Background: an optimization exercise with open tools, aiming at a short achievable clock period. Do not read the settings as production practice.
The RTL was checked by simulation tests, not by an equivalence proof against the original design.
No activity file was given, so power comes from the tool's default toggle rates.

==> 03-15: inputs <==
// next_pc_predictor
module next_pc_predictor #(
    parameter int                    ADDR_WIDTH  = 32,
    parameter int                    BTB_ENTRIES = 16,
    parameter int                    RAS_DEPTH   = 4,
    parameter logic [ADDR_WIDTH-1:0] RESET_PC    = 'h0040_0000
) (
    input  logic                  CLOCK,
    input  logic                  RESET,
    input  logic                  Stall_IN,
    output logic [ADDR_WIDTH-1:0] FetchAddress_OUT,
    output logic                  PredictedTaken_OUT,
    output logic [ADDR_WIDTH-1:0] PredictedTarget_OUT,
    input  logic                  Update_IN,
    input  logic [ADDR_WIDTH-1:0] UpdateAddress_IN,
    input  logic                  UpdateTaken_IN,
    input  logic [ADDR_WIDTH-1:0] UpdateTarget_IN,
    input  logic [1:0]            UpdateKind_IN,
    input  logic                  Mispredict_IN,
    input  logic [ADDR_WIDTH-1:0] RedirectAddress_IN
);
    localparam int N    = BTB_ENTRIES;
    localparam int IDXW = $clog2(BTB_ENTRIES);
    localparam int TAGW = ADDR_WIDTH - IDXW - 2;
    localparam logic [ADDR_WIDTH-1:0] RESET_PC4  = RESET_PC + ADDR_WIDTH'(4);
    logic                  btbValid  [N];
    logic [TAGW-1:0]       btbTag    [N];
    logic [ADDR_WIDTH-1:0] btbTarget [N];
    logic [1:0]            btbKind   [N];
    logic [1:0]            btbCtr    [N];
    logic [ADDR_WIDTH-1:0] pcQ, pcPlus4Q, takenTgtQ;
    logic [ADDR_WIDTH-1:0] pc;           
    logic [ADDR_WIDTH-1:0] pcPlus4;      
    logic                  predTaken;    
    logic                  predNotSel;   
    logic                  predSel;
    logic                  outSel;       
    logic                  outSelB;      
    logic [ADDR_WIDTH-1:0] pcI;          
    logic [ADDR_WIDTH-1:0] pcPlus4I;     
    logic [ADDR_WIDTH-1:0] takenTgt;     
    logic [ADDR_WIDTH-1:0] takenTgtO;    
    logic                  predCall;     
    logic                  predRet;      
    assign pc      = pcQ ^ RESET_PC;
    assign pcPlus4 = pcPlus4Q ^ RESET_PC4;
    assign takenTgtO = takenTgtQ ^ RESET_PC4;
    assign predSel  = !predNotSel;
    assign FetchAddress_OUT    = pc;
    assign PredictedTaken_OUT  = predTaken;
    localparam int HALF = ADDR_WIDTH / 2;
  ...
Settings: LEC_CHECK=0, CAP_MARGIN=20, CORE_MARGIN=2, CORE_UTILIZATION=40, SETUP_SLACK_MARGIN=4.0, SLEW_MARGIN=20; clock period 7.0 ns.
run.sh (not shown) runs the stock make flow with config.mk's settings and CLKGATE_MAP_FILE= SYNTH_SCRIPT=/design/flow/synth_recipe.tcl, a recipe that flattens the netlist after the stock synthesis.
==> 04-27 (differences from 03-15) <==
--- a/flow/design.v
+++ b/flow/design.v
@@ -91,65 +91,50 @@
     logic                  predTaken;    
     logic                  predNotSel;   
     logic                  predSel;
     logic                  outSel;       
     logic                  outSelB;      
     logic [ADDR_WIDTH-1:0] pcI;          
     logic [ADDR_WIDTH-1:0] pcPlus4I;     
     logic [ADDR_WIDTH-1:0] takenTgt;     
-    logic [ADDR_WIDTH-1:0] takenTgtO;    
     logic                  predCall;     
     logic                  predRet;      
     assign pc      = pcQ ^ RESET_PC;
     assign pcPlus4 = pcPlus4Q ^ RESET_PC4;
-    assign takenTgtO = takenTgtQ ^ RESET_PC4;
+    assign takenTgt = takenTgtQ ^ RESET_PC4;
     assign predSel  = !predNotSel;
     assign FetchAddress_OUT    = pc;
     assign PredictedTaken_OUT  = predTaken;
     localparam int HALF = ADDR_WIDTH / 2;
     assign PredictedTarget_OUT[HALF-1:0] =
-        outSel ? takenTgtO[HALF-1:0] : pcPlus4[HALF-1:0];
+        outSel ? takenTgt[HALF-1:0] : pcPlus4[HALF-1:0];
     assign PredictedTarget_OUT[ADDR_WIDTH-1:HALF] =
-        outSelB ? takenTgtO[ADDR_WIDTH-1:HALF] : pcPlus4[ADDR_WIDTH-1:HALF];
+        outSelB ? takenTgt[ADDR_WIDTH-1:HALF] : pcPlus4[ADDR_WIDTH-1:HALF];
     logic [IDXW-1:0]       updIdx;
     logic [TAGW-1:0]       updTag;
     logic [N-1:0]          uSel;         
     logic [N-1:0]          uHit;         
     logic [N-1:0]          wTaken;       
     logic [1:0]            nCtr [N];     
     assign updIdx = UpdateAddress_IN[IDXW+1:2];
     assign updTag = UpdateAddress_IN[ADDR_WIDTH-1:IDXW+2];
-    logic [N-1:0]          vpVec;        
-    logic [N-1:0]          vqVec;        
-    logic [N-1:0]          vzVec;        
     for (genvar i = 0; i < N; i++) begin : g_upd
         assign uSel[i]   = Update_IN && (updIdx == IDXW'(i));
         assign uHit[i]   = btbValid[i] && (btbTag[i] == updTag);
         assign wTaken[i] = uSel[i] && UpdateTaken_IN;
         assign nCtr[i]   = wTaken[i] ? (uHit[i] ? npc_pkg::satInc(btbCtr[i]) : npc_pkg::CTR_WT)
                          : (uSel[i] && uHit[i]) ? npc_pkg::satDec(btbCtr[i])
                          : btbCtr[i];
-        logic       nValid;
-        logic       nNotBranch;
-        assign nValid     = btbValid[i] || wTaken[i];
-        assign nNotBranch = wTaken[i] ? (UpdateKind_IN != npc_pkg::KIND_BRANCH)
-                                      : (btbKind[i] != npc_pkg::KIND_BRANCH);
         always_ff @(posedge CLOCK or posedge RESET) begin
             if (RESET) begin
                 btbValid[i] <= 1'b0;
-                vpVec[i]    <= 1'b0;
-                vqVec[i]    <= 1'b0;
-                vzVec[i]    <= 1'b0;
                 btbCtr[i]   <= npc_pkg::CTR_WNT;
             end else begin
                 if (wTaken[i]) btbValid[i] <= 1'b1;
-                vpVec[i]  <= nValid && (nNotBranch || nCtr[i][1]);
-                vqVec[i]  <= nValid && (nNotBranch || nCtr[i] == npc_pkg::CTR_ST);
-                vzVec[i]  <= nValid && (nCtr[i] == npc_pkg::CTR_SNT);
                 btbCtr[i] <= nCtr[i];
             end
         end
         always_ff @(posedge CLOCK) begin
             if (wTaken[i]) begin
                 btbTag[i]    <= updTag;
                 btbTarget[i] <= UpdateTarget_IN;
                 btbKind[i]   <= UpdateKind_IN;
@@ -182,20 +167,28 @@
     );
     logic [ADDR_WIDTH-1:0] advRasTop;
     logic                  advRasEmpty;
     assign advRasTop   = predCall ? pcPlus4I : (predRet && !rasEmpty) ? rasSecond : rasTop;
     assign advRasEmpty = predCall ? 1'b0 : (predRet && !rasEmpty) ? rasOne : rasEmpty;
     logic [N*TAGW-1:0]       tagFlat;
     logic [N*ADDR_WIDTH-1:0] tgtFlat;
     logic [N*2-1:0]          kindFlat;
+    logic [N-1:0]            vpVec;       
+    logic [N-1:0]            vqVec;       
+    logic [N-1:0]            vzVec;       
     for (genvar i = 0; i < N; i++) begin : g_flat
         assign tagFlat[i*TAGW +: TAGW]             = btbTag[i];
         assign tgtFlat[i*ADDR_WIDTH +: ADDR_WIDTH] = btbTarget[i];
         assign kindFlat[i*2 +: 2]                  = btbKind[i];
+        assign vpVec[i] = btbValid[i] &&
+                          (btbKind[i] != npc_pkg::KIND_BRANCH || btbCtr[i][1]);
+        assign vqVec[i] = btbValid[i] &&
+                          (btbKind[i] != npc_pkg::KIND_BRANCH || btbCtr[i] == npc_pkg::CTR_ST);
+        assign vzVec[i] = btbValid[i] && (btbCtr[i] == npc_pkg::CTR_SNT);
     end
     logic [N-1:0] tagEqR, tagEqS, tagEqT, tagEqN;
     for (genvar i = 0; i < N; i++) begin : g_tageq
         assign tagEqR[i] = (btbTag[i] == RedirectAddress_IN[ADDR_WIDTH-1:IDXW+2]);
         assign tagEqS[i] = (btbTag[i] == pcI[ADDR_WIDTH-1:IDXW+2]);
         assign tagEqT[i] = (btbTag[i] == takenTgt[ADDR_WIDTH-1:IDXW+2]);
         if (i == 0) begin : g_wrap
             assign tagEqN[i] = (btbTag[i] == pcPlus4I[ADDR_WIDTH-1:IDXW+2]);
@@ -254,29 +247,24 @@
     logic                  nxTaken;
     logic [ADDR_WIDTH-1:0] nxTgt;
     assign nxTaken = Mispredict_IN ? rTaken : Stall_IN ? sTaken : aTaken;
     assign nxTgt   = Mispredict_IN ? rTgt   : Stall_IN ? sTgt   : aTgt;
     always_ff @(posedge CLOCK) begin
         outSel  <= nxTaken;
         outSelB <= nxTaken && !RESET;
         if (RESET) begin
-            takenTgt <= RESET_PC4;
             pcI      <= RESET_PC;
             pcPlus4I <= RESET_PC4;
         end else if (Mispredict_IN) begin
-            takenTgt <= nxTgt;
             pcI      <= RedirectAddress_IN;
             pcPlus4I <= rPlus4;
-        end else begin
-            takenTgt <= nxTgt;
-            if (!Stall_IN) begin
-                pcI      <= aPc;
-                pcPlus4I <= aPlus4;
-            end
+        end else if (!Stall_IN) begin
+            pcI      <= aPc;
+            pcPlus4I <= aPlus4;
         end
     end
     always_ff @(posedge CLOCK or posedge RESET) begin
         if (RESET) begin
             pcQ       <= '0;
             pcPlus4Q  <= '0;
             predTaken  <= 1'b0;
             predNotSel <= 1'b0;
@@ -366,12 +354,24 @@
     assign idxEqU = (uAddr[IDXW+1:2] == idx);
     assign mTaken = uValid && uTaken && idxEqU;
     assign mNot   = uValid && !uTaken && idxEqU;
     assign takenT   = tagEqU && (uKind != npc_pkg::KIND_BRANCH || !hitZ);
     assign takenN   = tagEqU ? hitQ : hitP;
     assign taken    = mTaken ? takenT : (mNot ? takenN : hitP);
     assign kindNew = mTaken ? uKind : kindOld;
     assign tgtNew  = mTaken ? uTarget : tgtOld;
-    assign isCall  = taken && (kindNew == npc_pkg::KIND_CALL);
-    assign isRet   = taken && (kindNew == npc_pkg::KIND_RETURN);
+    logic [N-1:0] callV, retV;
+    for (genvar i = 0; i < N; i++) begin : g_kind
+        assign callV[i] = (kindFlat[i*2 +: 2] == npc_pkg::KIND_CALL);
+        assign retV[i]  = (kindFlat[i*2 +: 2] == npc_pkg::KIND_RETURN);
+    end
+    logic hitPC, hitQC, hitPR, hitQR;
+    assign hitPC = |(eqVec & vpVec & callV);
+    assign hitQC = |(eqVec & vqVec & callV);
+    assign hitPR = |(eqVec & vpVec & retV);
+    assign hitQR = |(eqVec & vqVec & retV);
+    assign isCall = mTaken ? (takenT && uKind == npc_pkg::KIND_CALL) :
+                    (mNot && tagEqU) ? hitQC : hitPC;
+    assign isRet  = mTaken ? (takenT && uKind == npc_pkg::KIND_RETURN) :
+                    (mNot && tagEqU) ? hitQR : hitPR;
     assign takenTarget = (kindNew == npc_pkg::KIND_RETURN && !rasEmpty) ? rasTop : tgtNew;
 endmodule
==> summary of the runs <==
- 04-27 produced a clean layout. 03-15 finished clean.
- Of 04-27 and 03-15, 03-15 has the higher clock-buffer cell count (gap 23).
- Between 04-27 and 03-15, the lower core utilization is in 04-27 (gap 0.57 points).
- In 04-27 the worst hold slack is better than in 03-15, by 9.3 ps.
- Cell area: 03-15 is larger than 04-27 (1.4%).
- Between 04-27 and 03-15, the lower sequential power is in 04-27 (gap 4.6%, measured against 03-15).
- Of 03-15 and 04-27, 04-27 has the higher power (gap about 8%, measured against 04-27).

## afterwards: timing with drivers on the ports
How much do the figures lean on ideal ports? The routed layouts below were timed once more, with nothing changed but the port constraints. Step 1, drivers: a clkbuf_16 drives CLOCK and a buf_2 each remaining input, both assumed. Step 2, shift: input delay + t, output delay - t, t = (earliest + latest rising clock arrival at the registers) / 2. This alone moves slack from input paths to output paths. a / b / c = no drivers / after step 1 / after step 2; a / b = the first two.
run	t (ns)	slack for setup (ns)	worst setup path at the end	latest minus earliest clock arrival (ns)
03-15	0.943	3.376 / 3.129 / 2.187	input to register	0.094 / 0.093
04-27	0.927	3.197 / 3.096 / 2.169	input to register	0.084 / 0.084
After both steps every run listed still meets setup and hold. The setup slack of 03-15, which loses most, moves by -0.247 ns with the drivers and by -1.189 ns with both steps.
